What follows belongs to an exercise in optimizing a design on an open flow for small area and a short achievable clock period; a production flow would make more cautious choices. Function was checked by simulation only, so behaviour that the tests miss may differ from the original. Power is estimated from default activity; no workload was simulated.

==> flow/design.v <==
module mic_pdm_core #(
  parameter int CLK_DIV = 4,
  parameter int DECIM   = 128,
  parameter int FIFO_AW = 9
) (
  input  logic        clk,
  input  logic        reset,
  input  logic        cs,
  input  logic        read,
  input  logic        write,
  input  logic [4:0]  addr,
  input  logic [31:0] wr_data,
  output logic [31:0] rd_data,
  output logic        mic_clk,
  input  logic        mic_data,
  output logic        mic_lrsel
);
  localparam int W     = $clog2(DECIM + 1);
  localparam int DW    = $clog2(CLK_DIV + 1);
  localparam int DEPTH = 2 ** FIFO_AW;
  localparam int CW    = FIFO_AW + 1;
  localparam logic [DW-1:0] DIV_LAST = DW'(CLK_DIV - 1);
  localparam logic [W-1:0]  BIT_LAST = W'(DECIM - 1);
  logic          en;
  logic          clk_q;
  logic [DW-1:0] div;
  logic          sync1;
  logic          sync2;
  logic [W-1:0]  bit_cnt;
  logic [W-1:0]  ones_cnt;
  logic               ovf;
  logic [FIFO_AW-1:0] wr_ptr;
  logic [FIFO_AW-1:0] rd_ptr;
  logic [CW-1:0]      count;
  logic [W-1:0]       mem [DEPTH];
  logic         sel_w;
  logic         pop_req;
  logic         ctl_wr;
  logic         clr_fifo;
  logic         clr_ovf;
  logic         wrap;
  logic         capture;
  logic         push;
  logic [W-1:0] sample;
  logic         empty;
  logic         full;
  logic         do_pop;
  logic         do_push;
  logic         ovf_evt;
  logic [W-1:0] head;
  logic         unused;
  assign unused    = &{1'b0, read, addr[4:2], wr_data[31:3]};
  assign mic_lrsel = 1'b0;
  assign mic_clk   = clk_q;
  assign sel_w    = cs & write;
  assign pop_req  = sel_w & (addr[1:0] == 2'd2);
  assign ctl_wr   = sel_w & (addr[1:0] == 2'd3);
  assign clr_fifo = ctl_wr & wr_data[1];
  assign clr_ovf  = ctl_wr & wr_data[2];
  always_ff @(posedge clk or posedge reset) begin
    if (reset) begin
      en <= 1'b0;
    end else if (ctl_wr) begin
      en <= wr_data[0];
    end
  end
  assign wrap    = en && (div == DIV_LAST);
  assign capture = wrap && clk_q;
  always_ff @(posedge clk or posedge reset) begin
    if (reset) begin
      div   <= '0;
      clk_q <= 1'b0;
    end else if (!en) begin
      div   <= '0;
      clk_q <= 1'b0;
    end else if (wrap) begin
      div   <= '0;
      clk_q <= ~clk_q;
    end else begin
      div   <= div + DW'(1);
    end
  end
  always_ff @(posedge clk or posedge reset) begin
    if (reset) begin
      sync1 <= 1'b0;
      sync2 <= 1'b0;
    end else begin
      sync1 <= mic_data;
      sync2 <= sync1;
    end
  end
  assign push   = capture && (bit_cnt == BIT_LAST);
  assign sample = ones_cnt + W'(sync2);
  always_ff @(posedge clk or posedge reset) begin
    if (reset) begin
      bit_cnt  <= '0;
      ones_cnt <= '0;
    end else if (!en) begin
      bit_cnt  <= '0;
      ones_cnt <= '0;
    end else if (capture) begin
      if (bit_cnt == BIT_LAST) begin
        bit_cnt  <= '0;
        ones_cnt <= '0;
      end else begin
        bit_cnt  <= bit_cnt + W'(1);
        ones_cnt <= sample;
      end
    end
  end
  assign empty   = (count == '0);
  assign full    = (count == CW'(DEPTH));
  assign do_pop  = pop_req & ~empty;
  assign do_push = push & (~full | do_pop);
  assign ovf_evt = push & full & ~do_pop;
  always_ff @(posedge clk or posedge reset) begin
    if (reset) begin
      wr_ptr <= '0;
      rd_ptr <= '0;
      count  <= '0;
    end else if (clr_fifo) begin
      wr_ptr <= '0;
      rd_ptr <= '0;
      count  <= '0;
    end else begin
      if (do_push) wr_ptr <= wr_ptr + FIFO_AW'(1);
      if (do_pop)  rd_ptr <= rd_ptr + FIFO_AW'(1);
      unique case ({do_push, do_pop})
        2'b10:   count <= count + CW'(1);
        2'b01:   count <= count - CW'(1);
        default: count <= count;
      endcase
    end
  end
  always_ff @(posedge clk) begin
    if (do_push) mem[wr_ptr] <= sample;
  end
  always_ff @(posedge clk or posedge reset) begin
    if (reset) begin
      ovf <= 1'b0;
    end else if (ovf_evt) begin
      ovf <= 1'b1;
    end else if (clr_ovf) begin
      ovf <= 1'b0;
    end
  end
  assign head = empty ? '0 : mem[rd_ptr];
  always_comb begin
    rd_data = '0;
    unique case (addr[1:0])
      2'd0: rd_data[W-1:0] = head;
      2'd1: begin
        rd_data[0]            = empty;
        rd_data[1]            = full;
        rd_data[2]            = ovf;
        rd_data[3]            = en;
        rd_data[8+FIFO_AW:8]  = count;
      end
      default: rd_data[0] = en;
    endcase
  end
endmodule
==> flow/run.sh <==
#!/bin/bash
# synth_recipe.tcl (not shown) runs the flow's synth.tcl, then flattens the netlist and writes it again
# the make line also repeats each setting of config.mk as NAME=value (left out here)
make -C /OpenROAD-flow-scripts/flow DESIGN_CONFIG=/design/flow/config.mk WORK_HOME=/design/flow/orfs CLKGATE_MAP_FILE= SYNTH_SCRIPT=/design/flow/synth_recipe.tcl finish
==> flow/config.mk <==
export PLATFORM = sky130hd
export DESIGN_NAME = mic_pdm_core
export DESIGN_NICKNAME = mic_pdm_core
export VERILOG_FILES = /design/flow/design.v
export SDC_FILE = /design/flow/constraint.sdc
export NUM_CORES = 4
export LEC_CHECK = 0
export CAP_MARGIN = 20
export CORE_MARGIN = 2
export CORE_UTILIZATION = 35
export SETUP_SLACK_MARGIN = 0.4
export SLEW_MARGIN = 20
==> flow/constraint.sdc <==
create_clock -name core_clock -period 7.5 [get_ports {clk}]
set_input_delay 1.5000 -clock core_clock [delete_from_list [all_inputs] [get_ports {clk}]]
set_output_delay 1.5000 -clock core_clock [all_outputs]
set_load 0.01 [all_outputs]
==> qor.csv <==
stage;metric;value;unit
status;status;no timing/DRC/antenna violations;
synthesis;YS warnings;1;
sta;Finish-stage setup viols;0;
routing;remaining antenna violation count;0;
synthesis;Yosys reg bits;4148;
placed_design;Place WS;379;ps
setup_path;crit path launch type;register;
synthesis;Seq/Total Area, Yosys;76.6;%
sta;skew final;75.2;ps
sta;max-slew violation count;0;
finish;fin area;185000;um^2
global_routing;vias in the first global route;82083;
placed_design;post-place instance area;171000;um^2
cts;later-pin clock latency in the skew report;1000;ps
placed_design;Detail Placement HPWL;288;mm
flow_run;Max Cap Viol;0;
setup_path;Critical Path RT;6000;ps
setup_path;crit path max fanout;27;
cts;Clock transition at path regs;70;ps
power_and_ir_drop;Worst VDD drop;0.275;mV
power_and_ir_drop;cell internal pwr;41.1;mW
routing;DR pass1 iterations;6;
placed_design;placer's final routability congestion estimate;0.880;
sta;Final WS setup;215;ps
cts;Sink Count;4148;
synthesis;Syn Std Cell Area;162000;um^2
cts;CTS tree;done;
sta;RSZ-0062 raised after global routing;yes;
power_and_ir_drop;Clk pwr share;36.7;%
die;CORE AREA;463000;um^2
sta;f_max;137;MHz
synthesis;ys flop type;edfxtp_1;
finish;Layout area overhead;14.2;%
synthesis;synth top area cells;edfxtp_1 (76%), mux4_2 (14%), mux2i_1 (2.1%);
cts;CTS Root Cell;clkbuf_16;
setup_path;Worst R2R End;mem[422][1];
worst_hold_path;Hold EP;sync2;
power_and_ir_drop;overall power;57.0;mW
cts;total CTS buffers;422;
power_and_ir_drop;combinational share of power;18.8;%
placed_design;DP Cell Count;13740;
die;Die W;685;um
global_routing;initial antenna violation count;34;
placed_design;Port Buffer Count;28;
setup_path;internal reg-to-reg setup slack;2850;ps
global_routing;first-pass GRT wire length;652;mm
power_and_ir_drop;power per cell area;308;nW/um^2
cts;hold_buf cts;0;
die;die area;469000;um^2
routing;drt wl/cell;32.3;um
routing;Initial DRC Count;11886;
routing;DRC violations left;0;
setup_path;Worst Setup End Kind;primary output;
worst_hold_path;hold_sp;sync1;
sta;hold_ws;379;ps
die;initial core utilization;35.1;%
global_routing;largest net degree at the start of global routing;228;
routing;DR vias;82807;
sta;setup_tns;0;ps
cts;Clock Tree Buf Depth;4;
synthesis;Synth top area share;75.8;%
power_and_ir_drop;Psw;15.9;mW
synthesis;Distinct cells, synth;84;
sta;Final min period;7290;ps
sta;final hold violation count;0;
worst_hold_path;Min-Delay Path Class;reg -> reg;
setup_path;Arr. time, crit path;5790;ps
power_and_ir_drop;sw frac;27.9;%
synthesis;area leader, netlist;edfxtp_1;
sta;Rel. slew slack;20.1;%
setup_path;r2r startpoint;en;
routing;wirelength, routed;470;mm
sta;ratio of final minimum period to clock period;97.1;%
finish;nets@finish;8069;
cts;H-Tree Depth;5;
routing;DR vias/cell;5.69;
synthesis;Mapped Cells;7697;
global_routing;GRT Util Overall;19.5;%
power_and_ir_drop;leakage;63.1;nW
power_and_ir_drop;Reg power frac;44.5;%
die;DIE HEIGHT;685;um
synthesis;EDFF count, synth;4096;
synthesis;Post-synth ARST share;1.25;%
setup_path;worst r2r path cells;8;
finish;fin util;40.0;%
die;num ports;77;
finish;final non-filler cell total;14549;
synthesis;Avg Cell Area, Syn;21.1;um^2
setup_path;Setup Crit Path Kind;reg -> out;
global_routing;grt ovf;0;
worst_hold_path;hold depth;0;
sta;Worst-Margin Slew;1190;ps
die;Rows;250;
finish;ratio of cells with drive above 1 in the final layout;24.3;%
==> Yosys cell counts (64+ instances only) <==
cell / count
nor2_1: 611
a21oi_1: 111
buf_6: 70
nand2_1: 173
buf_2: 113
o21ai_0: 76
mux2i_1: 344
clkbuf_1: 208
o221ai_1: 83
a22oi_1: 69
edfxtp_1: 4096
buf_4: 67
mux4_2: 980
nand3_1: 64
==> repair_timing <==
action | 4_1_cts | 5_1_grt
setup buffers | 21 | 1
setup endpoints to repair | 8 | 3
gates resized for setup | 17 | 2
pin swaps | 1 | 0
gates cloned | 1 | 2
==> worst max path at each step <==
stage	endpoint	cells after the start	start	slack [ps]
global placement	rd_data[7]	14	rd_ptr[0]	100
CTS	rd_data[7]	15	rd_ptr[0]	210
global route	rd_data[7]	13	rd_ptr[0]	340
detailed placement	rd_data[7]	15	rd_ptr[0]	380
floorplan	mem[0][3]	3	ones_cnt[0]	-3070
finish	rd_data[7]	13	rd_ptr[2]	210
==> state kept, by name, indices dropped and copies added (netlist names), 3 cells and up <==
register / cells
mem: 4096
count: 10
rd_ptr: 9
wr_ptr: 9
bit_cnt: 8
ones_cnt: 8
div: 3
==> placed cells by master, fill, tap and decap left out, drive strengths merged, types with 17 or more instances in the layout <==
cell type	n
a211oi	24
a21oi	111
a221oi	38
a22o	17
a22oi	69
a31oi	24
and2	33
buf	349
bufinv	44
clkbuf	527
clkdlybuf4s50	22
clkinv	174
clkinvlp	18
dfrtp	52
edfxtp	4096
inv	30
mux2i	344
mux4	984
nand2	173
nand3	64
nor2	611
nor2b	24
nor3	33
o21ai	76
o221ai	83
o22ai	62
o31ai	20
xnor2	24
==> area by class of cell <==
| cell class | count | area, um^2 |
|---|---|---|
| Inverter | 16 | 75.1 |
| Sequential cell | 4148 | 124000 |
| Clock inverter | 250 | 2640 |
| Antenna cell | 8 | 20.0 |
| Timing Repair Buffer | 374 | 3830 |
| Tap cell | 6174 | 7720 |
| Clock buffer | 525 | 11000 |
| Fill cell | 40374 | 277000 |
| Multi-Input combinational cell | 3054 | 35600 |
==> power by group through the flow <==
stage               Clock, mW  Combinational, mW  Sequential, mW
finish                   20.9               10.7            25.4
global route             22.0               11.0            25.4
CTS                      21.2               10.6            25.4
detailed placement          0               10.3            26.0
global placement            0               10.3            26.0
floorplan                   0               6.80            25.7
==> critical path, stage by stage (launching register included) <==
cell and delay [ps]:
dfrtp_4 690, buf_4 360, nor2_4 820, a22oi_1 220, a21oi_1 490, nor4_4 150
buf_4 200, nor3_1 140, buf_4 180, a21oi_1 90, a32oi_1 380, buf_4 270
buf_4 130, clkdlybuf4s50_1 530
==> layer usage <==
metal / vias up / share of wire (%) / track usage (%)
li1: 32812 / - / -
met1: 44357 / 39 / 26.7
met2: 4720 / 46 / 30.6
met3: 900 / 10 / 3.74
met4: 18 / 4.9 / 8.43
met5: - / 0.028 / 0
==> kinds of logic after synthesis <==
family | Yosys count | synth area share, %
buf+inv | 509 | 1.81
simple gates | 1030 | 2.72
fa+ha+maj | 10 | 0.0771
compound gates | 624 | 2.73
other cells | 1 | 0.00231
flops | 4148 | 76.6
xor+xnor | 35 | 0.189
mux | 1340 | 15.9

-- afterwards: timing with drivers on the ports --
No port has a modelled driver above. Below, the same layout with a new extraction and two added sets of constraints.
Step 1 sets driving cells, clkbuf_16 on the clock port and buf_2 on the other inputs (assumed; they add their load-dependent delay and slew).
Step 2 adds t to the input delays and takes it off the output delays; t is the mean of the earliest and latest rising clock arrival at the registers after step 1. Input paths then give back, and output paths get back, about the clock's delay inside the block.
a / b / c = no drivers / after step 1 / after step 2; a / b = the first two.
t (ns): 1.082
slack for setup (ns): 0.215 / 0.100 / 0.454
latest minus earliest clock arrival (ns): 0.080 / 0.079
slew at the worst register clock pin (ns): 0.07 / 0.07
After both steps this run still meets setup and hold. For this run, drivers alone change the setup slack by -0.115 ns; drivers and shift together by +0.239 ns.
